What follows belongs to an exercise in optimizing a design on an open flow for small area and a short achievable clock period; a production flow would make more cautious choices. The RTL was checked by simulation tests, not by an equivalence proof against the original design. Power figures rest on the tool's default switching activity, not on a simulated workload.

===== config.mk =====
export PLATFORM = sky130hd
export DESIGN_NAME = dcm_top
export DESIGN_NICKNAME = dcm_top
export VERILOG_FILES = /design/flow/design.v
export SDC_FILE = /design/flow/constraint.sdc
export NUM_CORES = 4
export LEC_CHECK = 0
export CAP_MARGIN = 0
export CORE_MARGIN = 2
export CORE_UTILIZATION = 65
export CTS_BUF_LIST = sky130_fd_sc_hd__clkbuf_16
export CTS_CLUSTER_DIAMETER = 150
export CTS_CLUSTER_SIZE = 30
export PLACE_DENSITY = 0.78
export SLEW_MARGIN = 0

===== constraint.sdc =====
create_clock -name core_clock -period 68.0 [get_ports {clk}]
set_input_delay 13.6000 -clock core_clock [delete_from_list [all_inputs] [get_ports {clk}]]
set_output_delay 13.6000 -clock core_clock [all_outputs]
set_load 0.01 [all_outputs]

===== design.v =====
package dcm_pkg;
    typedef struct packed {
        logic [7-1:0]   duty;      
        logic [16-1:0] period;    
    } meas_rec_t;
    typedef enum logic [1:0] {
        REG_DATA   = 2'd0,
        REG_STATUS = 2'd1,
        REG_CTRL   = 2'd2
    } reg_addr_t;
endpackage
`timescale 1ns/10ps
module duty_meter (
    input  logic [15:0] rem_in,    
    input  logic [15:0] div_p,     
    input  logic        inc,
    input  logic        dec,       
    output logic [15:0] rem_out,   
    output logic [2:0]  q          
);
    logic [15:0] r [0:3];
    logic [15:0] a, b, g, p, gg, pp, c, s;
    logic        cin;
    always_comb begin
        r[0] = rem_in;
        cin  = ~inc & ~dec;
        for (int k = 0; k < 3; k++) begin
            a = {r[k][14:0], 1'b0};
            b = ~div_p;
            p = a ^ b;
            g = a & b;
            g[0] = dec | (b[0] & cin);
            gg = g;
            pp = p;
            for (int l = 0; l < 4; l++)
                for (int i = 0; i < 16; i++)
                    if ((i % (2 << l)) == (2 << l) - 1) begin
                        gg[i] = gg[i] | (pp[i] & gg[i - (1 << l)]);
                        pp[i] = pp[i] & pp[i - (1 << l)];
                    end
            for (int l = 2; l >= 0; l--)
                for (int i = 0; i < 16; i++)
                    if ((i % (2 << l)) == (1 << l) - 1 && i >= (2 << l)) begin
                        gg[i] = gg[i] | (pp[i] & gg[i - (1 << l)]);
                        pp[i] = pp[i] & pp[i - (1 << l)];
                    end
            c = {gg[14:0], cin};
            s = p ^ c;
            q[2-k] = r[k][15] | gg[15];
            r[k+1] = q[2-k] ? s : a;
        end
        rem_out = r[2];    
    end
endmodule
`timescale 1ns/10ps
module dcm_top (
    input  logic        clk,
    input  logic        rst,
    input  logic        sig_in,
    input  logic        wb_cyc,
    input  logic        wb_stb,
    input  logic        wb_we,
    input  logic [1:0]  wb_adr,
    input  logic [31:0] wb_dat_w,
    output logic [31:0] wb_dat_r,
    output logic        wb_ack
);
    localparam int PW = 16;
    localparam int DW = 7;
    localparam int RW = PW + DW;
    localparam int DEPTH = 8;
    logic sig_s1, sig_s2, sig_d;
    always_ff @(posedge clk or negedge rst) begin
        if (!rst) begin
            sig_s1 <= 1'b0;
            sig_s2 <= 1'b0;
            sig_d  <= 1'b0;
        end else begin
            sig_s1 <= sig_in;
            sig_s2 <= sig_s1;
            sig_d  <= sig_s2;
        end
    end
    logic rise;      
    logic pre;       
    assign rise = sig_s2 & ~sig_d;
    assign pre  = sig_s1 & ~sig_s2;
    logic          enable;
    logic          armed;
    logic          push;
    logic [PW-1:0] period_cnt;
    logic [PW-1:0] high_cnt;
    logic          p_max, h_max;
    logic [PW-1:0] p_inc, h_inc;    
    logic [PW-1:0] rem_q;           
    logic [PW-1:0] rem_in, div_p, rem2;
    logic          div_inc, div_dec;
    logic [2:0]    qstep;
    logic [1:0]    q_a, q_b;        
    logic          p_two;
    logic [DW-1:0] duty;
    assign p_max = &period_cnt;
    assign h_max = &high_cnt;
    assign p_inc = p_max ? period_cnt : period_cnt + 1'b1;
    assign h_inc = (sig_s2 && !h_max) ? high_cnt + 1'b1 : high_cnt;
    always_comb begin
        div_p   = p_inc;
        div_dec = rise & ~p_max;
        div_inc = ~rise & ~pre & ~&p_inc;
        rem_in  = (rise | pre) ? rem_q : h_inc;
    end
    duty_meter u_div (
        .rem_in  (rem_in),
        .div_p   (div_p),
        .inc     (div_inc),
        .dec     (div_dec),
        .rem_out (rem2),
        .q       (qstep)
    );
    assign p_two = (period_cnt == PW'(2));
    assign duty  = p_two ? DW'(64) : {q_b, q_a, qstep};
    always_ff @(posedge clk) begin
        rem_q <= rem2;
        q_a   <= qstep[2:1];
        q_b   <= q_a;
        period_cnt <= rise ? PW'(1) : p_inc;
        high_cnt   <= rise ? PW'(1) : h_inc;    
    end
    always_ff @(posedge clk or negedge rst) begin
        if (!rst) begin
            armed <= 1'b0;
            push  <= 1'b0;
        end else begin
            armed <= enable & (armed | rise);
            push  <= enable & rise & armed;
        end
    end
    logic [RW-1:0] mem [0:DEPTH-1];
    logic [2:0]    wr_ptr, rd_ptr;
    logic [3:0]    count;
    logic          ovf;
    logic          empty, full;
    logic          pop_q, clr_q;
    logic          wen;
    logic [RW-1:0] head;
    assign empty = (count == 4'd0);
    assign full  = count[3];
    assign wen   = rise & (~full | pop_q);
    always_ff @(posedge clk) begin
        for (int i = 0; i < DEPTH; i++)
            if (wen && wr_ptr == 3'(i))
                mem[i] <= {duty, period_cnt};
    end
    always_comb begin
        head = '0;
        for (int i = 0; i < DEPTH; i++)
            head = head | ({RW{rd_ptr == 3'(i) && !empty}} & mem[i]);    
    end
    always_ff @(posedge clk or negedge rst) begin
        if (!rst) begin
            wr_ptr <= '0;
            rd_ptr <= '0;
            count  <= '0;
            ovf    <= 1'b0;
        end else begin
            if (push && !full)
                wr_ptr <= wr_ptr + 1'b1;
            if (pop_q)
                rd_ptr <= rd_ptr + 1'b1;
            case ({push && !full, pop_q})
                2'b10:   count <= count + 1'b1;
                2'b01:   count <= count - 1'b1;
                default: count <= count;
            endcase
            if (push && full)
                ovf <= 1'b1;
            else if (clr_q)
                ovf <= 1'b0;
        end
    end
    logic req;
    logic a_data, a_stat, a_ctrl;
    logic [25:0] rd_q;
    assign req    = wb_cyc & wb_stb & ~wb_ack;
    assign a_data = (wb_adr == 2'd0);
    assign a_stat = (wb_adr == 2'd1);
    assign a_ctrl = (wb_adr == 2'd2);
    always_ff @(posedge clk or negedge rst) begin
        if (!rst) begin
            wb_ack <= 1'b0;
            pop_q  <= 1'b0;
            clr_q  <= 1'b0;
            enable <= 1'b0;
        end else begin
            wb_ack <= req;
            pop_q  <= req & ~wb_we & a_data & ~empty;
            clr_q  <= req & wb_we & a_stat & wb_dat_w[8];
            if (req && wb_we && a_ctrl)
                enable <= wb_dat_w[0];
        end
    end
    logic dv;
    assign dv = a_data & ~empty;
    always_ff @(posedge clk) begin
        rd_q[25:10] <= a_data ? head[15:0] : 16'd0;              
        rd_q[9]     <= dv;                                       
        rd_q[8]     <= a_stat & empty;
        rd_q[7]     <= a_stat & ovf;
        rd_q[6:4]   <= a_data ? head[22:20] : 3'd0;              
        rd_q[3:1]   <= a_data ? head[19:17] : (a_stat ? count[3:1] : 3'd0);
        rd_q[0]     <= a_data ? head[16] : (a_stat ? count[0] : (a_ctrl & enable));
    end
    assign wb_dat_r = {rd_q[25:9], 5'd0, rd_q[8:7], 1'b0, rd_q[6:0]};
endmodule

===== flow/run.sh =====
#!/bin/bash
# Standard ORFS layout, with three changes to how it is made:
#  - synthesis maps with an ABC script that recovers more area (flow/abc_speed.script,
#    used through a copy of ORFS's scripts folder; nothing else in it changes);
#  - plain buffers on the ports instead of the delay buffers buffer_ports picks by default;
#  - a clock tree without dummy loads.
# Every tool's output is kept in a log file in the work folder.
set -euo pipefail
work=$(pwd)
rm -rf "$work/abc_scripts"
cp -r "$FLOW_HOME/scripts" "$work/abc_scripts"
cp "$work/flow/abc_speed.script" "$work/abc_scripts/abc_speed.script"
export BUFFER_PORTS_ARGS="-buffer_cell sky130_fd_sc_hd__buf_2"
export CTS_ARGS="-sink_clustering_enable -repair_clock_nets -sink_clustering_size 30 -sink_clustering_max_diameter 150 -buf_list sky130_fd_sc_hd__clkbuf_16 -dont_use_dummy_load"
SCRIPTS_DIR="$work/abc_scripts" bash standard.sh synth > synth.log 2>&1
bash standard.sh > standard.log 2>&1

===== flow/abc_speed.script =====
&get -n
&st
&syn3
&dch
&nf -R 100 -p
&put
buffer -c
topo
stime -c
upsize -c
dnsize -c

===== standard.sh =====
#!/bin/bash
# synth_recipe.tcl (not shown) runs the flow's synth.tcl, then flattens the netlist and writes it again
# the make line also repeats each setting of config.mk as NAME=value (left out here)
make -C /OpenROAD-flow-scripts/flow DESIGN_CONFIG=/design/flow/config.mk WORK_HOME=/design/flow/orfs CLKGATE_MAP_FILE= SYNTH_SCRIPT=/design/flow/synth_recipe.tcl "${@:-finish}"

==> flow_summary_export.csv, run 1 <==
group,metric,value,unit
sta,report.final.slew_viol_count,0,
logic_synthesis,synth_seq_area_share,0.633,
logic_synthesis,synth_edf_count,184,
routing,wl,25500,microns
hold_path,hold_class,"flip-flop to flip-flop",
clocking,clkLatencyLatePin,490,ps
clocking,holdBufCountCts,0,
sta,max_slew_margin,0.160,
floorplanning,start_util,0.665,
clocking,numCtsBuffers,13,
sta,setup-violations-final,0,
sta,rsz0062_at_grt,"false",
global_route,antenna_found_initial,0,
critical_path,path_max_fanout,1,
critical_path,endpoint_kind,"primary output",
critical_path,cp_top_family,"flip-flops",
floorplanning,die_h,140,microns
logic_synthesis,yosys_warnings,4,
routing,dr.pass1.iters,9,
logic_synthesis,syn_avg_cell_area,13.5,sq um
floorplanning,rows,49,
floorplanning,coreArea,0.0180,sq mm
routing,wl_per_cell,22.4,microns
routing,drc_errors,0,
placement,io_buffers,36,
clocking,cts.repair.resized,0,
global_route,gr-max-usage-layer,"met2",
sta,tightest_slew,1260,ps
sta,hold_slack,362,ps
global_route,grtUsageMet2,0.450,
clocking,clk_pin_slew_worst_paths,110,ps
layout,layout-drive-gt1-share,0.0967,
routing,ant_nets,0,
layout,n_antenna_cell,0,
routing,viasPerCell,6.42,
sta,fin_setup_tns,0,ps
logic_synthesis,synth_area,0.0120,sq mm
global_route,grt_pass1_vias,7373,
floorplanning,ios,73,
status,status,"finished clean",
routing,first_iter_violations,777,
floorplanning,die_x,140,microns
floorplanning,dieArea,0.0195,sq mm
global_route,grt_use_met3,0.0327,
clocking,cts_sinks,282,
placement,gp_congestion,0.818,
global_route,grt.total_usage,0.260,
pwr,ir_drop,0.0567,mV
run,cap_violations,0,
logic_synthesis,synth_flop_cell,"edfxtp_1",
placement,dp_hpwl,16000,microns
critical_path,cp.buffers_inverters,1,
sta,fin_crit,14610,ps
pwr,power.density,48.7,mW/mm^2
logic_synthesis,async_flop_share,0.0709,
critical_path,worstPathRequired,54400,ps
global_route,use_met1,0.352,
layout,nets,1031,
clocking,tritoncts,"yes",
logic_synthesis,synthDistinctLibCells,52,
sta,fmax,0.0684,GHz
sta,fin_crit_sh,0.215,
clocking,h-tree-depth,1,
routing,vias,7313,
pwr,p_leak,4.83,nW
global_route,grt.overflow.total,0,
critical_path,cpPeakStageDelay,390,ps
sta,finClkSkew,51.0,ps
global_route,grt_max_degree,33,
logic_synthesis,ys_ff_latch,282,
clocking,clk_path_buf_depth,3,
layout,layout-area-overhead-vs-synth,5.91,%
logic_synthesis,syn_inst,886,
clocking,cts_root_buf,"clkbuf_16",
layout,fill_cells,1248,
critical_path,worstPathCellList,"buf_2",
global_route,grt_pass1_wl,39700,microns
critical_path,criticalPathCategory,"flip-flop to primary output",
sta,hold_viol,0,
critical_path,arrival,1010,ps
critical_path,critPathSlowestCell,"dfxtp_1",
critical_path,start_kind,"flip-flop",
clocking,post-cts-setup-buffers,0,
==> worst paths after layout <==
check,start,to,slack (ps),cells past startpoint
max,rd_q[25],wb_dat_r[31],53390,1
min,q_a[0],q_b[0],360,0
max reg2reg,period_cnt[4],mem[7][16],55280,58
min reg2reg,q_a[0],q_b[0],360,0
max in group asynchronous,rst,count[0],54650,1
min in group asynchronous,rst,pop_q,13040,1
==> synth_stat cells (22+ instances only) <==
cell,count,area share
a21oi_1,32,0.013
a222oi_1,46,0.038
a22oi_1,24,0.015
a31oi_1,22,0.011
clkbuf_1,34,0.011
dfxtp_1,78,0.13
edfxtp_1,184,0.46
ha_1,62,0.065
inv_1,34,0.011
nand2_1,46,0.014
nor2_1,61,0.019
o21ai_0,23,0.0096
xor2_1,27,0.020
==> cell type report <==
class,instances,area [sq um],share of cell area
flip-flops and latches,282,7590,0.598
multi-input cells,529,4070,0.321
clock buffers,13,325,0.0256
repair buffers,51,293,0.0231
well taps,229,287,0.0226
inverters,35,131,0.0104
==> cell families after synthesis <==
| family | Yosys count | share of synthesized area |
|---|---|---|
| other cells | 1 | 0.000313 |
| flops | 282 | 0.633 |
| mux | 19 | 0.0181 |
| fa+ha+maj | 79 | 0.0931 |
| simple gates | 200 | 0.0823 |
| compound gates | 177 | 0.108 |
| xor+xnor | 48 | 0.0351 |
| buf+inv | 80 | 0.0294 |
==> flip-flops by register name (all words and copies together) (netlist names), 2 cells and up <==
register    flops
rd_ptr          3
period_cnt     16
q_b             2
count           4
q_a             2
rd_q           26
wr_ptr          3
high_cnt       16
mem           184
rem_q          16
==> power by group <==
part / leakage (nW) / switching, mW / internal (mW)
Clock: 0.160 / 0.0474 / 0.0347
Combinational: 2.08 / 0.176 / 0.133
Sequential: 2.59 / 0.00997 / 0.217
Total: 4.83 / 0.233 / 0.384
==> per-stage QoR <==
stage / power (mW) / cells / util / cell area (sq um) / worst slack, ps
floorplan: 0.464 / 891 / - / 12000 / 53510
global placement: 0.509 / 1126 / 0.686 / 12400 / 53130
detailed placement: 0.534 / 1126 / 0.686 / 12400 / 53140
CTS: 0.618 / 1139 / 0.704 / 12700 / 53380
global route: 0.663 / 1139 / 0.704 / 12700 / 53360
finish: 0.618 / 1139 / 0.704 / 12700 / 53390
==> cells in the final DEF, fill, tap and decap left out, types with 4 or more instances in the layout <==
| cell | netlist | routed |
|---|---|---|
| edfxtp_1 | 184 | 184 |
| nand4_1 | 9 | 9 |
| inv_1 | 34 | 34 |
| a21o_1 | 17 | 17 |
| nand3_1 | 16 | 16 |
| a21oi_1 | 32 | 31 |
| ha_1 | 62 | 62 |
| dfxtp_1 | 78 | 78 |
| mux2i_1 | 10 | 10 |
| a222oi_1 | 46 | 46 |
| and2_1 | 13 | 14 |
| a31oi_1 | 22 | 22 |
| dfrtp_1 | 20 | 20 |
| nand2_1 | 46 | 46 |
| clkbuf_16 | 0 | 13 |
| fa_1 | 17 | 17 |
| a22oi_1 | 24 | 24 |
| conb_1 | 1 | 6 |
| nor2_1 | 61 | 61 |
| nor4_1 | 5 | 5 |
| mux2_4 | 4 | 4 |
| buf_2 | 0 | 36 |
| xnor2_1 | 21 | 21 |
| o21ai_0 | 23 | 23 |
| and3_1 | 21 | 21 |
| mux2_2 | 5 | 5 |
| nor2b_1 | 7 | 6 |
| buf_4 | 9 | 15 |
| xor2_1 | 27 | 27 |
==> layer usage <==
| metal | up-vias | share of wire |
|---|---|---|
| met2 | 312 | 0.50 |
| met1 | 3609 | 0.41 |
| met4 | 0 | 0.018 |
| li1 | 3353 | - |
| met5 | - | 0 |
| met3 | 39 | 0.072 |
==> inputs of run 2 (changes only) <==
--- a/design.v
+++ b/design.v
@@ -34,15 +34,9 @@
             pp = p;
             for (int l = 0; l < 4; l++)
                 for (int i = 0; i < 16; i++)
-                    if ((i % (2 << l)) == (2 << l) - 1) begin
-                        gg[i] = gg[i] | (pp[i] & gg[i - (1 << l)]);
-                        pp[i] = pp[i] & pp[i - (1 << l)];
-                    end
-            for (int l = 2; l >= 0; l--)
-                for (int i = 0; i < 16; i++)
-                    if ((i % (2 << l)) == (1 << l) - 1 && i >= (2 << l)) begin
-                        gg[i] = gg[i] | (pp[i] & gg[i - (1 << l)]);
-                        pp[i] = pp[i] & pp[i - (1 << l)];
+                    if ((i >> l) & 1) begin
+                        gg[i] = gg[i] | (pp[i] & gg[((i >> l) << l) - 1]);
+                        pp[i] = pp[i] & pp[((i >> l) << l) - 1];
                     end
             c = {gg[14:0], cin};
             s = p ^ c;
@@ -143,6 +137,7 @@
     logic          pop_q, clr_q;
     logic          wen;
     logic [RW-1:0] head;
+    assign wr_ptr = rd_ptr + count[2:0];
     assign empty = (count == 4'd0);
     assign full  = count[3];
     assign wen   = rise & (~full | pop_q);
@@ -158,13 +153,10 @@
     end
     always_ff @(posedge clk or negedge rst) begin
         if (!rst) begin
-            wr_ptr <= '0;
             rd_ptr <= '0;
             count  <= '0;
             ovf    <= 1'b0;
         end else begin
-            if (push && !full)
-                wr_ptr <= wr_ptr + 1'b1;
             if (pop_q)
                 rd_ptr <= rd_ptr + 1'b1;
             case ({push && !full, pop_q})
==> flow_summary_export.csv, run 2 <==
group,metric,value,unit
critical_path,endpoint,"wb_ack",
critical_path,cpPeakStageDelay,390,ps
clocking,cts_root_buf,"clkbuf_16",
global_route,grt.total_usage,0.261,
layout,layout.cells.non_filler,1132,
placement,dp.cells,1119,
status,status,"finished clean",
logic_synthesis,synth_edf_count,184,
clocking,numCtsBuffers,13,
placement,gp_congestion,0.862,
sta,hold_viol,0,
logic_synthesis,yosys_warnings,4,
clocking,post-cts-setup-buffers,0,
logic_synthesis,synth_seq_area_share,0.639,
routing,wl_per_cell,21.9,microns
sta,tightest_slew,1160,ps
global_route,grt_pass1_vias,7479,
run,cap_violations,0,
sta,finClkSkew,49.7,ps
logic_synthesis,synthDistinctLibCells,56,
sta,rsz0062_at_grt,"false",
pwr,p_leak,4.56,nW
routing,viasPerCell,6.46,
routing,ant_nets,0,
logic_synthesis,synth_area,0.0118,sq mm
floorplanning,start_util,0.659,
global_route,grt_pass1_wl,39400,microns
pwr,power.density,46.7,mW/mm^2
global_route,grt.overflow.total,0,
sta,fin_crit_sh,0.215,
clocking,cts_sinks,279,
clocking,cts.repair.resized,0,
clocking,h-tree-depth,1,
layout,layout-area-overhead-vs-synth,6.54,%
critical_path,worstPathCellList,"buf_2",
clocking,clkLatencyLatePin,480,ps
logic_synthesis,synth_flop_cell,"edfxtp_1",
critical_path,timing.rr.end,"mem[0][16]",
pwr,ir_drop,0.0428,mV
critical_path,arrival,1010,ps
layout,fin_area,0.0125,sq mm
logic_synthesis,ys_ff_latch,279,
critical_path,cp_top_family,"flip-flops",
layout,layout_commonest_cell,"edfxtp_1",
layout,final_cell_mix,"edfxtp_1 (184), dfxtp_1 (78), nor2_1 (65)",
global_route,antenna_found_initial,0,
sta,fin_setup_tns,0,ps
sta,fmax,0.0684,GHz
critical_path,startpoint,"wb_ack",
sta,hold_slack,365,ps
placement,placed_area,0.0122,sq mm
clocking,clk_path_buf_depth,3,
logic_synthesis,ys_top_cells_by_area,"edfxtp_1 (47%), dfxtp_1 (13%), ha_1 (6.1%)",
critical_path,path_max_fanout,2,
critical_path,critPathSlowestCell,"dfrtp_1",
layout,largest_reg_flops,184,
logic_synthesis,syn_avg_cell_area,13.3,sq um
sta,report.final.slew_viol_count,0,
floorplanning,die_h,138,microns
floorplanning,ios,73,
logic_synthesis,synth_top_area_frac,0.470,
floorplanning,rows,49,
layout,reg_top3,"mem x184, rd_q x26",
layout,layout-drive-gt1-share,0.105,
routing,drc_errors,0,
hold_path,hold_class,"flip-flop to flip-flop",
placement,dp_hpwl,15500,microns
clocking,clk_pin_slew_worst_paths,110,ps
logic_synthesis,yosys.area.top_type,"edfxtp_1",
routing,dr.pass1.iters,6,
critical_path,rr_startpoint,"period_cnt[5]",
critical_path,criticalPathCategory,"flip-flop to primary output",
placement,io_buffers,36,
critical_path,endpoint_kind,"primary output",
layout,n_antenna_cell,0,
sta,setup-violations-final,0,
critical_path,start_kind,"flip-flop",
logic_synthesis,synth_common_cells,"edfxtp_1 (184), dfxtp_1 (78), nor2_1 (69)",
critical_path,r2r_setup_slack,55970,ps
critical_path,path_depth,1,
clocking,tritoncts,"yes",
layout,fill_cells,1209,
routing,vias,7311,
routing,first_iter_violations,721,
critical_path,worstPathRequired,54400,ps
layout,nets,1012,
floorplanning,dieArea,0.0192,sq mm
global_route,grt_max_degree,34,
pwr,finalPower,0.585,mW
layout,multi_input_area,0.00405,sq mm
critical_path,r2r_cells,56,
floorplanning,coreArea,0.0178,sq mm
clocking,holdBufCountCts,0,
logic_synthesis,syn_inst,881,
floorplanning,die_x,138,microns
logic_synthesis,async_flop_share,0.0609,
logic_synthesis,yosys.cell_count.top_type,"edfxtp_1",
layout,regMostFlops,"mem",
sta,fin_crit,14610,ps
sta,max_slew_margin,0.227,
layout,seqCellArea,0.00751,sq mm
routing,wl,24800,microns
critical_path,cp.buffers_inverters,1,
-- run 2: final cells by class --
type | instances | area share
clock buffers | 13 | 0.0260
repair buffers | 49 | 0.0222
flip-flops and latches | 279 | 0.600
well taps | 229 | 0.0229
multi-input cells | 543 | 0.323
inverters | 19 | 0.00570
-- run 2: how the worst min path moves through the flow --
stage,cells past startpoint,from,endpoint,slack (ps)
after floorplan,0,q_a[0],q_b[0],320
after global placement,0,q_a[0],q_b[0],340
after detailed placement,0,q_a[0],q_b[0],340
after CTS,0,q_a[0],q_b[0],360
after global routing,0,q_a[0],q_b[0],370
final,0,q_a[0],q_b[0],370
-- run 2: layer usage --
metal / wire length, microns / up-vias / GRT usage / share of wire
met4: 453 / 0 / 0.0741 / 0.018
met2: 12900 / 290 / 0.464 / 0.52
met5: 0 / - / 0 / 0
li1: - / 3365 / - / -
met1: 9750 / 3616 / 0.343 / 0.39
met3: 1760 / 40 / 0.0284 / 0.071
-- run 2: report_power, final --
group	internal, mW	switching (mW)	total [mW]	leakage [nW]
Combinational	0.116	0.163	0.278	1.85
Clock	0.0347	0.0473	0.0819	0.160
Sequential	0.214	0.0101	0.224	2.55
-- run 2: stage by stage --
| stage | utilization | setup slack, ps |
|---|---|---|
| floorplan | - | 53510 |
| global placement | 0.684 | 53020 |
| detailed placement | 0.684 | 53010 |
| CTS | 0.702 | 53380 |
| global route | 0.702 | 53340 |
| finish | 0.702 | 53390 |
-- run 2: cell families after synthesis --
| logic type | Yosys count | synth area share |
|---|---|---|
| muxes | 15 | 0.0151 |
| DFF | 279 | 0.639 |
| adders and majority gates | 67 | 0.0777 |
| xor gates and xnor gates | 54 | 0.0402 |
| other | 1 | 0.000319 |
| and+or+nand+nor | 216 | 0.0892 |
| buffers and inverters | 64 | 0.0228 |
| AOI/OAI and AO/OA | 185 | 0.115 |
==> inputs of run 3 (changes only) <==
==> flow/abc_speed.script (replaced) <==
&get -n
&st
&syn3
&dch
&nf -R 100 -p
&put
topo
stime -c
dnsize -c
==> flow_summary_export.csv, run 3 <==
group,metric,value,unit
hold_path,hold_class,"flip-flop to flip-flop",
critical_path,criticalPathCategory,"flip-flop to primary output",
layout,layout-drive-gt1-share,0.0838,
clocking,holdBufCountCts,0,
global_route,gr-max-usage-layer,"met2",
floorplanning,ios,73,
clocking,cts.repair.resized,0,
clocking,post-cts-setup-buffers,0,
routing,vias,7295,
pwr,p_sw_frac,0.378,
global_route,use_met1,0.372,
critical_path,start_kind,"flip-flop",
sta,fin_crit,14630,ps
sta,fin_setup_tns,0,ps
status,status,"finished clean",
floorplanning,die_x,137,microns
logic_synthesis,syn_inst,842,
critical_path,cpPeakStageDelay,390,ps
critical_path,worstPathCellList,"buf_2",
pwr,power.density,46.5,mW/mm^2
logic_synthesis,yosys.area.top_type,"edfxtp_1",
logic_synthesis,ys_ff_latch,279,
critical_path,r2r_setup_slack,55860,ps
floorplanning,dieArea,0.0188,sq mm
critical_path,endpoint_kind,"primary output",
logic_synthesis,yosys_warnings,4,
pwr,ir_drop,0.0677,mV
layout,fill_cells,1129,
critical_path,worstPathRequired,54400,ps
sta,report.final.slew_viol_count,0,
floorplanning,rows,48,
logic_synthesis,synth_top_area_frac,0.479,
global_route,grt_max_degree,34,
floorplanning,die_h,137,microns
clocking,tritoncts,"yes",
run,cap_violations,0,
sta,max_slew_margin,0.386,
hold_path,whs_path_depth,0,
layout,regMostFlops,"mem",
pwr,p_clk_frac,0.142,
global_route,grt_use_met3,0.0261,
layout,nets,1016,
global_route,grt.total_usage,0.285,
pwr,intPower,0.361,mW
placement,gp_congestion,0.825,
layout,n_antenna_cell,0,
critical_path,critPathSlowestCell,"dfrtp_1",
critical_path,cp_top_family,"flip-flops",
pwr,switchingPower,0.219,mW
global_route,grtUsageMet2,0.505,
global_route,antenna_found_initial,0,
pwr,seqPwrFrac,0.387,
critical_path,r2r_cells,58,
sta,rsz0062_at_grt,"false",
critical_path,rr_startpoint,"period_cnt[4]",
sta,fin_crit_sh,0.215,
clocking,clk_path_buf_depth,3,
layout,layout_commonest_cell,"edfxtp_1",
logic_synthesis,synth_flop_cell,"edfxtp_1",
sta,worst_slack,53370,ps
placement,dp.cells,1119,
routing,viasPerCell,6.44,
placement,io_buffers,36,
hold_path,hold_end,"q_b[1]",
sta,fmax,0.0684,GHz
layout,layout.cells.non_filler,1132,
sta,tightest_slew,919,ps
routing,ant_nets,0,
sta,hold_viol,0,
logic_synthesis,synth_seq_area_share,0.651,
routing,wl,25900,microns
global_route,grt_pass1_wl,40200,microns
layout,largest_reg_flops,184,
critical_path,path_max_fanout,2,
routing,dr.pass1.iters,6,
hold_path,hold_start,"q_a[1]",
sta,finClkSkew,57.7,ps
sta,setup-violations-final,0,
clocking,cts_root_buf,"clkbuf_16",
clocking,h-tree-depth,1,
logic_synthesis,synth_edf_count,184,
floorplanning,coreArea,0.0173,sq mm
layout,reg_top3,"mem x184, rd_q x26",
logic_synthesis,syn_avg_cell_area,13.7,sq um
critical_path,arrival,1030,ps
clocking,cts_sinks,279,
routing,drc_errors,0,
logic_synthesis,synth_common_cells,"edfxtp_1 (184), dfxtp_1 (78), nor2_1 (70)",
logic_synthesis,ys_top_cells_by_area,"edfxtp_1 (48%), dfxtp_1 (14%), ha_1 (6.2%)",
critical_path,timing.rr.end,"mem[3][16]",
logic_synthesis,async_flop_share,0.0609,
logic_synthesis,yosys.cell_count.top_type,"edfxtp_1",
logic_synthesis,synth_area,0.0115,sq mm
critical_path,cp.buffers_inverters,1,
global_route,grt_pass1_vias,7394,
pwr,p_leak,4.52,nW
logic_synthesis,synthDistinctLibCells,41,
pwr,p_comb_frac,0.472,
routing,wl_per_cell,22.9,microns
floorplanning,start_util,0.667,
layout,final_cell_mix,"edfxtp_1 (184), dfxtp_1 (78), nor2_1 (66)",
routing,first_iter_violations,854,
layout,layout-area-overhead-vs-synth,8.19,%
clocking,clkLatencyLatePin,490,ps
clocking,clk_pin_slew_worst_paths,110,ps
global_route,grt.overflow.total,0,
placement,dp_slack,53290,ps
placement,dp_hpwl,16400,microns
clocking,numCtsBuffers,13,
run 3: changes by cell type in the layout (fill, tap and decap cells not counted), moves of 3 or more:
cell      before  now
o21ai_1        4    0
buf_4         13   17
o21ai_0       20   24
clkinv_1       0   19
and2_0         0    8
mux2_2         6    0
and2_1         9    2
nand2_1       47   50
inv_1         18    0
mux2_1         6   12
run 3: worst max path at each step:
stage,cells after the start,end,slack [ps],from
floorplan,3,pop_q,53300,wb_adr[0]
global placement,6,rd_q[0],53330,wb_adr[1]
detailed placement,6,enable,53290,wb_cyc
CTS,1,wb_ack,53370,wb_ack
global route,1,wb_ack,53350,wb_ack
finish,1,wb_ack,53370,wb_ack
run 3: area by class of cell:
class	count	area [sq um]	area share
clock buffers	13	325	0.0261
inverters	19	71.3	0.00572
multi-input cells	543	3980	0.319
flip-flops and latches	279	7510	0.602
well taps	225	282	0.0226
repair buffers	53	308	0.0247
run 3: kinds of logic after synthesis:
family          Yosys count  synth area share
simple gates            216            0.0889
buf+inv                  25            0.0101
flops                   279             0.651
fa+ha+maj                67            0.0792
other cells               1          0.000325
compound gates          185             0.115
xor+xnor                 54            0.0410
mux                      15            0.0143
run 3: power groups by stage:
stage	Clock (mW)	Combinational, mW	Sequential [mW]
2_1_floorplan	0	0.201	0.225
3_3_place_gp	0	0.252	0.227
3_5_place_dp	0	0.271	0.228
4_1_cts	0.0823	0.273	0.224
5_1_grt	0.0874	0.307	0.226
6_report	0.0822	0.274	0.224
run 3: per-layer routing:
layer	wire length [microns]	share of wire
met1	9790	0.38
met2	13700	0.53
met3	1920	0.074
met4	529	0.020
met5	0	0
run 3: per-stage QoR:
stage	hold WS, ps	power, mW	cell area, sq um	util
finish	351	0.580	12500	0.721
global route	363	0.620	12500	0.721
CTS	352	0.579	12500	0.721
detailed placement	330	0.498	12200	0.702
global placement	332	0.479	12200	0.702
floorplan	324	0.426	11500	-
==> inputs of run 4 (changes only) <==
--- a/config.mk
+++ b/config.mk
@@ -11,5 +11,6 @@
 export CTS_BUF_LIST = sky130_fd_sc_hd__clkbuf_16
 export CTS_CLUSTER_DIAMETER = 150
 export CTS_CLUSTER_SIZE = 30
+export GPL_TIMING_DRIVEN = 0
 export PLACE_DENSITY = 0.78
 export SLEW_MARGIN = 0
==> flow_summary_export.csv, run 4 <==
group,metric,value,unit
run,cap_violations,0,
layout,layout-area-overhead-vs-synth,9.48,%
clocking,cts_sinks,279,
layout,nets,1021,
global_route,grt_pass1_wl,39800,microns
logic_synthesis,syn_avg_cell_area,13.7,sq um
routing,viasPerCell,6.54,
sta,fmax,0.0684,GHz
clocking,numCtsBuffers,13,
placement,dp_hpwl,17100,microns
status,status,"finished clean",
logic_synthesis,yosys.area.top_type,"edfxtp_1",
sta,hold_viol,0,
sta,fin_setup_tns,0,ps
layout,layout_commonest_cell,"edfxtp_1",
critical_path,endpoint_kind,"primary output",
critical_path,worstPathRequired,54400,ps
global_route,use_met1,0.347,
floorplanning,coreArea,0.0173,sq mm
pwr,ir_drop,0.0469,mV
logic_synthesis,synth_top_area_frac,0.479,
logic_synthesis,synth_flop_cell,"edfxtp_1",
logic_synthesis,synth_edf_count,184,
global_route,grt_max_degree,31,
floorplanning,die_h,137,microns
logic_synthesis,async_flop_share,0.0609,
floorplanning,rows,48,
pwr,seqPwrFrac,0.385,
logic_synthesis,yosys_warnings,4,
logic_synthesis,synthDistinctLibCells,41,
routing,vias,7439,
floorplanning,ios,73,
global_route,grtUsageMet2,0.500,
placement,gp_congestion,0.819,
critical_path,arrival,1010,ps
layout,final_cell_mix,"edfxtp_1 (184), dfxtp_1 (78), nor2_1 (66)",
pwr,p_leak,4.58,nW
layout,fin_area,0.0126,sq mm
layout,reg_top3,"mem x184, rd_q x26",
critical_path,criticalPathCategory,"flip-flop to primary output",
logic_synthesis,ys_ff_latch,279,
clocking,post-cts-setup-buffers,0,
pwr,p_clk_frac,0.141,
global_route,gr-max-usage-layer,"met2",
logic_synthesis,synth_area,0.0115,sq mm
routing,wl,25700,microns
critical_path,path_max_fanout,2,
critical_path,critPathSlowestCell,"dfrtp_1",
clocking,h-tree-depth,1,
global_route,grt_pass1_vias,7631,
layout,regMostFlops,"mem",
logic_synthesis,synth_seq_area_share,0.651,
logic_synthesis,ys_top_cells_by_area,"edfxtp_1 (48%), dfxtp_1 (14%), ha_1 (6.2%)",
logic_synthesis,yosys.cell_count.top_type,"edfxtp_1",
logic_synthesis,syn_inst,842,
floorplanning,start_util,0.667,
pwr,switchingPower,0.222,mW
routing,dr.pass1.iters,6,
global_route,grt.overflow.total,0,
hold_path,hold_class,"flip-flop to flip-flop",
sta,rsz0062_at_grt,"false",
sta,fin_crit_sh,0.215,
placement,dp_slack,53130,ps
clocking,tritoncts,"yes",
critical_path,cp_top_family,"flip-flops",
sta,hold_slack,371,ps
sta,report.final.slew_viol_count,0,
layout,n_antenna_cell,0,
critical_path,cpPeakStageDelay,390,ps
routing,first_iter_violations,658,
placement,placed_area,0.0123,sq mm
clocking,holdBufCountCts,0,
pwr,intPower,0.362,mW
logic_synthesis,synth_common_cells,"edfxtp_1 (184), dfxtp_1 (78), nor2_1 (70)",
routing,drc_errors,0,
placement,io_buffers,36,
critical_path,start_kind,"flip-flop",
layout,utilization,0.730,
sta,setup-violations-final,0,
routing,ant_nets,0,
floorplanning,die_x,137,microns
global_route,grt_use_met3,0.0449,
clocking,clk_path_buf_depth,3,
sta,tightest_slew,1270,ps
clocking,clkLatencyLatePin,500,ps
clocking,clk_pin_slew_worst_paths,110,ps
sta,worst_slack,53390,ps
sta,max_slew_margin,0.150,
clocking,cts.repair.resized,0,
floorplanning,dieArea,0.0188,sq mm
critical_path,cp.buffers_inverters,1,
layout,largest_reg_flops,184,
pwr,p_comb_frac,0.473,
layout,layout-drive-gt1-share,0.0888,
routing,wl_per_cell,22.6,microns
global_route,grt.total_usage,0.283,
pwr,p_sw_frac,0.380,
clocking,cts_root_buf,"clkbuf_16",
sta,finClkSkew,70.8,ps
global_route,antenna_found_initial,0,
critical_path,worstPathCellList,"buf_2",
pwr,power.density,46.2,mW/mm^2
sta,fin_crit,14610,ps
-- run 4: changes by cell type in the layout (fill, tap and decap cells not counted), sizes merged --
cell | before | now
buf | 53 | 58
-- run 4: worst paths after layout --
kind | start | end | slack [ps] | cells past startpoint
worst max-delay path | wb_ack | wb_ack | 53390 | 1
worst min-delay path | q_a[0] | q_b[0] | 370 | 0
worst max register to register | period_cnt[5] | mem[1][16] | 54740 | 58
worst min register to register | q_a[0] | q_b[0] | 370 | 0
max in group asynchronous | rst | pop_q | 54700 | 1
min in group asynchronous | rst | count[2] | 13020 | 1
-- run 4: cell type report --
type | instances | area, sq um
repair buffers | 52 | 412
fillers | 1084 | 4670
well taps | 225 | 282
inverters | 19 | 71.3
clock buffers | 13 | 325
plain buffers | 6 | 45.0
flip-flops and latches | 279 | 7510
multi-input cells | 543 | 3980
-- run 4: stage by stage --
stage / total power [mW] / cells
finish: 0.584 / 1137
global route: 0.626 / 1137
CTS: 0.581 / 1137
detailed placement: 0.500 / 1124
global placement: 0.477 / 1108
floorplan: 0.426 / 847
-- run 4: worst register-to-register path: cells and delay by family, from the launching register on --
family	cells	cell delay [ps]
XOR/XNOR	1	500
AND/OR/NAND/NOR	29	5020
buffers and inverters	2	510
adder cells (fa/ha/maj)	4	1240
multiplexers	1	370
flip-flops	1	570
AO/OA/AOI/OAI	21	4810
-- run 4: power by group through the flow --
stage                     clock network (mW)  registers [mW]  logic [mW]
final                                 0.0824           0.225       0.276
after global routing                  0.0879           0.227       0.311
after CTS                             0.0823           0.225       0.274
after detailed placement                   0           0.228       0.272
after global placement                     0           0.227       0.250
after floorplan                            0           0.225       0.201
-- run 4: cell families after synthesis --
kind of cell | after synthesis | synth area share
AND/OR/NAND/NOR | 216 | 0.0889
flip-flops | 279 | 0.651
other | 1 | 0.000325
multiplexers | 15 | 0.0143
AO/OA/AOI/OAI | 185 | 0.115
XOR/XNOR | 54 | 0.0410
adder cells (fa/ha/maj) | 67 | 0.0792
buffers and inverters | 25 | 0.0101
-- run 4: routing by layer --
metal	wire (microns)	up-vias
met5	0	-
met3	2080	69
met2	13200	351
met1	9570	3629
met4	921	0
li1	-	3390
==> inputs of run 5 (changes only) <==
--- a/config.mk
+++ b/config.mk
@@ -7,10 +7,9 @@
 export LEC_CHECK = 0
 export CAP_MARGIN = 0
 export CORE_MARGIN = 2
-export CORE_UTILIZATION = 65
+export CORE_UTILIZATION = 70
 export CTS_BUF_LIST = sky130_fd_sc_hd__clkbuf_16
 export CTS_CLUSTER_DIAMETER = 150
 export CTS_CLUSTER_SIZE = 30
-export GPL_TIMING_DRIVEN = 0
-export PLACE_DENSITY = 0.78
+export PLACE_DENSITY = 0.82
 export SLEW_MARGIN = 0
==> flow_summary_export.csv, run 5 <==
group,metric,value,unit
global_route,grt.overflow.total,0,
critical_path,cpPeakStageDelay,390,ps
floorplanning,ios,73,
layout,reg_top3,"mem x184, rd_q x26",
sta,fin_setup_tns,0,ps
placement,io_buffers,36,
critical_path,arrival,1010,ps
critical_path,path_max_fanout,2,
layout,fill_cells,984,
global_route,grt_max_degree,34,
clocking,clk_path_buf_depth,3,
critical_path,cp.buffers_inverters,1,
layout,fin_area,0.0124,sq mm
pwr,finalPower,0.583,mW
floorplanning,die_h,132,microns
logic_synthesis,yosys.area.top_type,"edfxtp_1",
global_route,grt.total_usage,0.301,
routing,wl,26000,microns
logic_synthesis,synth_flop_cell,"edfxtp_1",
pwr,ir_drop,0.0422,mV
critical_path,startpoint,"wb_ack",
critical_path,r2r_setup_slack,56080,ps
floorplanning,dieArea,0.0175,sq mm
layout,final_cell_mix,"edfxtp_1 (184), dfxtp_1 (78), nor2_1 (66)",
placement,placed_area,0.0121,sq mm
sta,rsz0062_at_grt,"false",
floorplanning,rows,46,
sta,worst_slack,53390,ps
pwr,intPower,0.361,mW
logic_synthesis,async_flop_share,0.0609,
sta,fmax,0.0685,GHz
global_route,grt_pass1_wl,40900,microns
logic_synthesis,yosys.cell_count.top_type,"edfxtp_1",
clocking,post-cts-setup-buffers,0,
sta,fin_crit_sh,0.215,
logic_synthesis,syn_avg_cell_area,13.7,sq um
floorplanning,die_x,132,microns
logic_synthesis,synth_area,0.0115,sq mm
pwr,power.density,46.9,mW/mm^2
layout,layout.cells.non_filler,1119,
layout,utilization,0.777,
global_route,grt_pass1_vias,7683,
critical_path,rr_startpoint,"period_cnt[4]",
placement,dp.cells,1106,
clocking,h-tree-depth,1,
sta,max_slew_margin,0.131,
sta,tightest_slew,1300,ps
pwr,seqPwrFrac,0.386,
layout,regMostFlops,"mem",
placement,gp_congestion,0.815,
pwr,switchingPower,0.222,mW
layout,largest_reg_flops,184,
clocking,cts_root_buf,"clkbuf_16",
clocking,clk_pin_slew_worst_paths,110,ps
critical_path,start_kind,"flip-flop",
logic_synthesis,syn_inst,842,
clocking,cts_sinks,279,
layout,layout_commonest_cell,"edfxtp_1",
clocking,numCtsBuffers,13,
pwr,p_sw_frac,0.381,
logic_synthesis,ys_top_cells_by_area,"edfxtp_1 (48%), dfxtp_1 (14%), ha_1 (6.2%)",
logic_synthesis,synthDistinctLibCells,41,
routing,dr.pass1.iters,7,
layout,seqCellArea,0.00751,sq mm
pwr,p_clk_frac,0.141,
sta,finClkSkew,69.9,ps
layout,nets,1012,
logic_synthesis,synth_seq_area_share,0.651,
critical_path,criticalPathCategory,"flip-flop to primary output",
sta,fin_crit,14610,ps
global_route,antenna_found_initial,1,
layout,layout-area-overhead-vs-synth,7.83,%
layout,n_antenna_cell,0,
critical_path,r2r_cells,55,
placement,dp_hpwl,15800,microns
critical_path,path_depth,1,
layout,multi_input_area,0.00398,sq mm
routing,wl_per_cell,23.3,microns
clocking,holdBufCountCts,0,
sta,hold_viol,0,
critical_path,worstPathCellList,"buf_2",
hold_path,whs_path_depth,0,
placement,dp_slack,53270,ps
routing,drc_errors,0,
floorplanning,start_util,0.721,
sta,setup-violations-final,0,
logic_synthesis,synth_edf_count,184,
critical_path,critPathSlowestCell,"dfrtp_1",
critical_path,cp_top_family,"flip-flops",
logic_synthesis,synth_common_cells,"edfxtp_1 (184), dfxtp_1 (78), nor2_1 (70)",
run,cap_violations,0,
pwr,p_comb_frac,0.473,
layout,layout-drive-gt1-share,0.0797,
logic_synthesis,synth_top_area_frac,0.479,
hold_path,hold_class,"flip-flop to flip-flop",
critical_path,worstPathRequired,54400,ps
routing,viasPerCell,6.68,
logic_synthesis,ys_ff_latch,279,
logic_synthesis,yosys_warnings,4,
sta,hold_slack,366,ps
pwr,p_leak,4.49,nW
sta,report.final.slew_viol_count,0,
routing,first_iter_violations,841,
status,status,"finished clean",
floorplanning,coreArea,0.0160,sq mm
routing,ant_nets,0,
hold_path,hold_start,"q_a[0]",
routing,vias,7470,
clocking,tritoncts,"yes",
critical_path,endpoint_kind,"primary output",
clocking,cts.repair.resized,0,
clocking,clkLatencyLatePin,500,ps
## run 5: final timing paths
| path | end |
|---|---|
| min in group asynchronous | sig_d |
| setup / recovery | wb_ack |
| hold / removal | q_b[0] |
| max in group asynchronous | rd_ptr[1] |
| setup reg to reg | mem[0][16] |
| hold reg to reg | q_b[0] |
## run 5: power groups by stage
stage | combinational [mW] | sequential [mW] | clock, mW
4_1_cts | 0.274 | 0.225 | 0.0829
5_1_grt | 0.311 | 0.226 | 0.0881
2_1_floorplan | 0.201 | 0.225 | 0
6_report | 0.276 | 0.225 | 0.0823
3_5_place_dp | 0.271 | 0.228 | 0
3_3_place_gp | 0.254 | 0.226 | 0
## run 5: cell type report
cell class | count | area share
well taps | 216 | 0.0217
clock buffers | 13 | 0.0262
inverters | 19 | 0.00574
multi-input cells | 543 | 0.320
repair buffers | 49 | 0.0223
flip-flops and latches | 279 | 0.604
## run 5: routing by layer
| layer | part of all wire | track usage | wire length, microns | vias to the layer above |
|---|---|---|---|---|
| li1 | - | - | - | 3351 |
| met1 | 0.37 | 0.385 | 9610 | 3651 |
| met2 | 0.51 | 0.524 | 13400 | 391 |
| met3 | 0.084 | 0.0427 | 2190 | 75 |
| met4 | 0.032 | 0.116 | 834 | 2 |
| met5 | 0.00031 | 0 | 8 | - |
## run 5: cells by family after synthesis
family                     synth area share
other                              0.000325
AOI/OAI and AO/OA                     0.115
buffers and inverters                0.0101
xor gates and xnor gates             0.0410
muxes                                0.0143
DFF                                   0.651
adders and majority gates            0.0792
and+or+nand+nor                      0.0889
==> inputs of run 6 (changes only) <==
--- a/config.mk
+++ b/config.mk
@@ -7,9 +7,9 @@
 export LEC_CHECK = 0
 export CAP_MARGIN = 0
 export CORE_MARGIN = 2
-export CORE_UTILIZATION = 70
+export CORE_UTILIZATION = 76
 export CTS_BUF_LIST = sky130_fd_sc_hd__clkbuf_16
 export CTS_CLUSTER_DIAMETER = 150
 export CTS_CLUSTER_SIZE = 30
-export PLACE_DENSITY = 0.82
+export PLACE_DENSITY = 0.86
 export SLEW_MARGIN = 0
==> flow_summary_export.csv, run 6 <==
group,metric,value,unit
status,status,"finished clean",
placement,gp_congestion,0.887,
global_route,grt_pass1_wl,40100,microns
global_route,grt.overflow.total,0,
sta,fin_crit,14640,ps
logic_synthesis,synth_top_area_frac,0.479,
global_route,antenna_found_initial,0,
sta,fin_setup_tns,0,ps
sta,rsz0062_at_grt,"false",
hold_path,whs_path_depth,0,
sta,tightest_slew,1200,ps
clocking,cts.repair.resized,0,
critical_path,criticalPathCategory,"flip-flop to primary output",
sta,max_slew_margin,0.198,
routing,dr.pass1.iters,9,
routing,wl,26100,microns
logic_synthesis,yosys.area.top_type,"edfxtp_1",
critical_path,cp_top_family,"flip-flops",
sta,fin_crit_sh,0.215,
critical_path,start_kind,"flip-flop",
critical_path,r2r_cells,58,
logic_synthesis,synth_simple_gate_area_share,0.0889,
global_route,grt.total_usage,0.325,
placement,dp_hpwl,16500,microns
logic_synthesis,synth_edf_count,184,
layout,regMostFlops,"mem",
routing,drc_errors,0,
routing,first_iter_violations,966,
clocking,clkLatencyLatePin,510,ps
floorplanning,coreArea,0.0150,sq mm
logic_synthesis,yosys_warnings,4,
critical_path,worstPathRequired,54400,ps
floorplanning,rows,45,
critical_path,rr_startpoint,"period_cnt[4]",
layout,layout-drive-gt1-share,0.0818,
sta,finClkSkew,47.6,ps
logic_synthesis,async_flop_share,0.0609,
logic_synthesis,ys_top_cells_by_area,"edfxtp_1 (48%), dfxtp_1 (14%), ha_1 (6.2%)",
clocking,clk_pin_slew_worst_paths,110,ps
critical_path,r2r_setup_slack,55730,ps
critical_path,critPathSlowestCell,"dfrtp_1",
sta,hold_viol,0,
critical_path,path_max_fanout,2,
clocking,cts_sinks,279,
logic_synthesis,synth_xor_area_frac,0.0410,
critical_path,cpPeakStageDelay,420,ps
run,cap_violations,0,
hold_path,hold_class,"flip-flop to flip-flop",
clocking,tritoncts,"yes",
placement,io_buffers,36,
global_route,grt_max_degree,34,
routing,wl_per_cell,23.9,microns
layout,utilization,0.825,
critical_path,worstPathCellList,"buf_2",
clocking,clk_path_buf_depth,3,
layout,n_antenna_cell,0,
clocking,post-cts-setup-buffers,0,
hold_path,hold_start,"q_a[0]",
pwr,ir_drop,0.0506,mV
critical_path,arrival,1040,ps
floorplanning,start_util,0.767,
logic_synthesis,synthDistinctLibCells,41,
layout,layout-area-overhead-vs-synth,7.57,%
logic_synthesis,synth_flop_cell,"edfxtp_1",
layout,reg_top3,"mem x184, rd_q x26",
routing,ant_nets,0,
logic_synthesis,synthAdderAreaFrac,0.0792,
sta,setup-violations-final,0,
hold_path,hold_end,"q_b[0]",
logic_synthesis,synth_top_family_by_area,"compound AO/OA/AOI/OAI gates",
pwr,p_leak,4.50,nW
logic_synthesis,synth_seq_area_share,0.651,
clocking,holdBufCountCts,0,
floorplanning,die_h,127,microns
sta,fmax,0.0683,GHz
clocking,numCtsBuffers,13,
logic_synthesis,synth_common_cells,"edfxtp_1 (184), dfxtp_1 (78), nor2_1 (70)",
logic_synthesis,synth-compound-area-share,0.115,
critical_path,cp.buffers_inverters,1,
clocking,cts_root_buf,"clkbuf_16",
sta,hold_slack,359,ps
layout,fill_cells,772,
logic_synthesis,synth_area,0.0115,sq mm
logic_synthesis,ys_ff_latch,279,
logic_synthesis,syn_avg_cell_area,13.7,sq um
floorplanning,die_x,127,microns
layout,largest_reg_flops,184,
layout,nets,1014,
floorplanning,ios,73,
logic_synthesis,yosys.cell_count.top_type,"edfxtp_1",
layout,layout_commonest_cell,"edfxtp_1",
pwr,power.density,46.8,mW/mm^2
floorplanning,dieArea,0.0162,sq mm
sta,report.final.slew_viol_count,0,
global_route,grt_pass1_vias,7758,
critical_path,timing.rr.end,"mem[5][16]",
routing,vias,7574,
logic_synthesis,synth.area.mux_share,0.0143,
layout,final_cell_mix,"edfxtp_1 (184), dfxtp_1 (78), nor2_1 (66)",
critical_path,endpoint_kind,"primary output",
routing,viasPerCell,6.93,
clocking,h-tree-depth,1,
logic_synthesis,syn_inst,842,
==> run 6: cell types whose count changed in the layout (fill, tap and decap cells not counted) <==
cell,change
buf_4,+2
nor2_2,+2
nor2_4,-2
==> run 6: worst max path at each step <==
stage / slack (ps) / cells after the start / endpoint / startpoint
final: 53360 / 1 / wb_ack / wb_ack
after global routing: 53340 / 1 / wb_ack / wb_ack
after CTS: 53370 / 1 / wb_ack / wb_ack
after detailed placement: 53320 / 6 / enable / wb_cyc
after global placement: 53340 / 6 / rd_q[0] / wb_adr[1]
after floorplan: 53300 / 3 / pop_q / wb_adr[0]
==> run 6: through the flow <==
step                      cell area (sq um)  setup WS [ps]  power (mW)  cells
after floorplan                       11500          53300       0.426    847
after global placement                12100          53340       0.478   1080
after detailed placement              12100          53320       0.497   1080
after CTS                             12400          53370       0.579   1093
after global routing                  12400          53340       0.622   1093
final                                 12400          53360       0.581   1093
==> run 6: kinds of logic (layout without fill, tap and decap cells) <==
logic type	count (synthesis)	after routing
flops	279	279
simple gates	216	216
compound gates	185	185
fa+ha+maj	67	67
xor+xnor	54	54
buf+inv	25	83
mux	15	15
other cells	1	6
==> run 6: area by class of cell <==
class / instances / area, sq um / area share
multi-input combinational: 543 / 3970 / 0.320
tap: 188 / 235 / 0.0190
timing repair buffer: 51 / 293 / 0.0236
sequential: 279 / 7510 / 0.606
inverter: 19 / 71.3 / 0.00575
clock buffer: 13 / 325 / 0.0262
==> run 6: per-layer routing <==
metal  share of wire  track usage  vias up
met5               0            0        -
met4           0.036        0.138        0
met3           0.092       0.0557       62
met2            0.52        0.570      408
met1            0.35        0.404     3737
li1                -            -     3367
==> run 6: report_power, final <==
part           internal, mW  total [mW]  leakage, nW  switching [mW]
combinational         0.111       0.273         1.80           0.161
clock                0.0346      0.0826        0.160          0.0480
sequential            0.214       0.225         2.55          0.0110

-- port drivers added, routing unchanged --
No port has a modelled driver above. Below, the same layouts with a new extraction and two added sets of constraints. Step 1 sets driving cells, clkbuf_16 on the clock port and buf_2 on the other inputs (assumed; they add their load-dependent delay and slew). Step 2 adds t to the input delays and takes it off the output delays; t is the mean of the earliest and latest rising clock arrival at the registers after step 1. Input paths then give back, and output paths get back, about the clock's delay inside the block. Slacks: ideal ports / drivers / drivers and shift; pairs: ideal ports / drivers.
run	shift t [ns]	setup slack, ns	worst hold slack (ns)	worst setup path after step 2	cell pins on the clock port's net
run 1	0.508	53.385 / 53.341 / 53.161	0.362 / 0.362 / 0.362	input to register	1
run 2	0.506	53.390 / 53.343 / 53.006	0.365 / 0.365 / 0.365	input to register	1
run 3	0.509	53.374 / 53.327 / 53.327	0.351 / 0.351 / 0.351	input to register	1
run 4	0.508	53.388 / 53.341 / 53.119	0.371 / 0.371 / 0.371	input to register	1
run 5	0.508	53.394 / 53.347 / 53.262	0.366 / 0.366 / 0.366	input to register	1
run 6	0.531	53.361 / 53.315 / 53.256	0.359 / 0.359 / 0.359	input to register	1
After both steps every run listed still meets setup and hold. The setup slack of run 2, which loses most, moves by -0.047 ns with the drivers and by -0.384 ns with both steps.
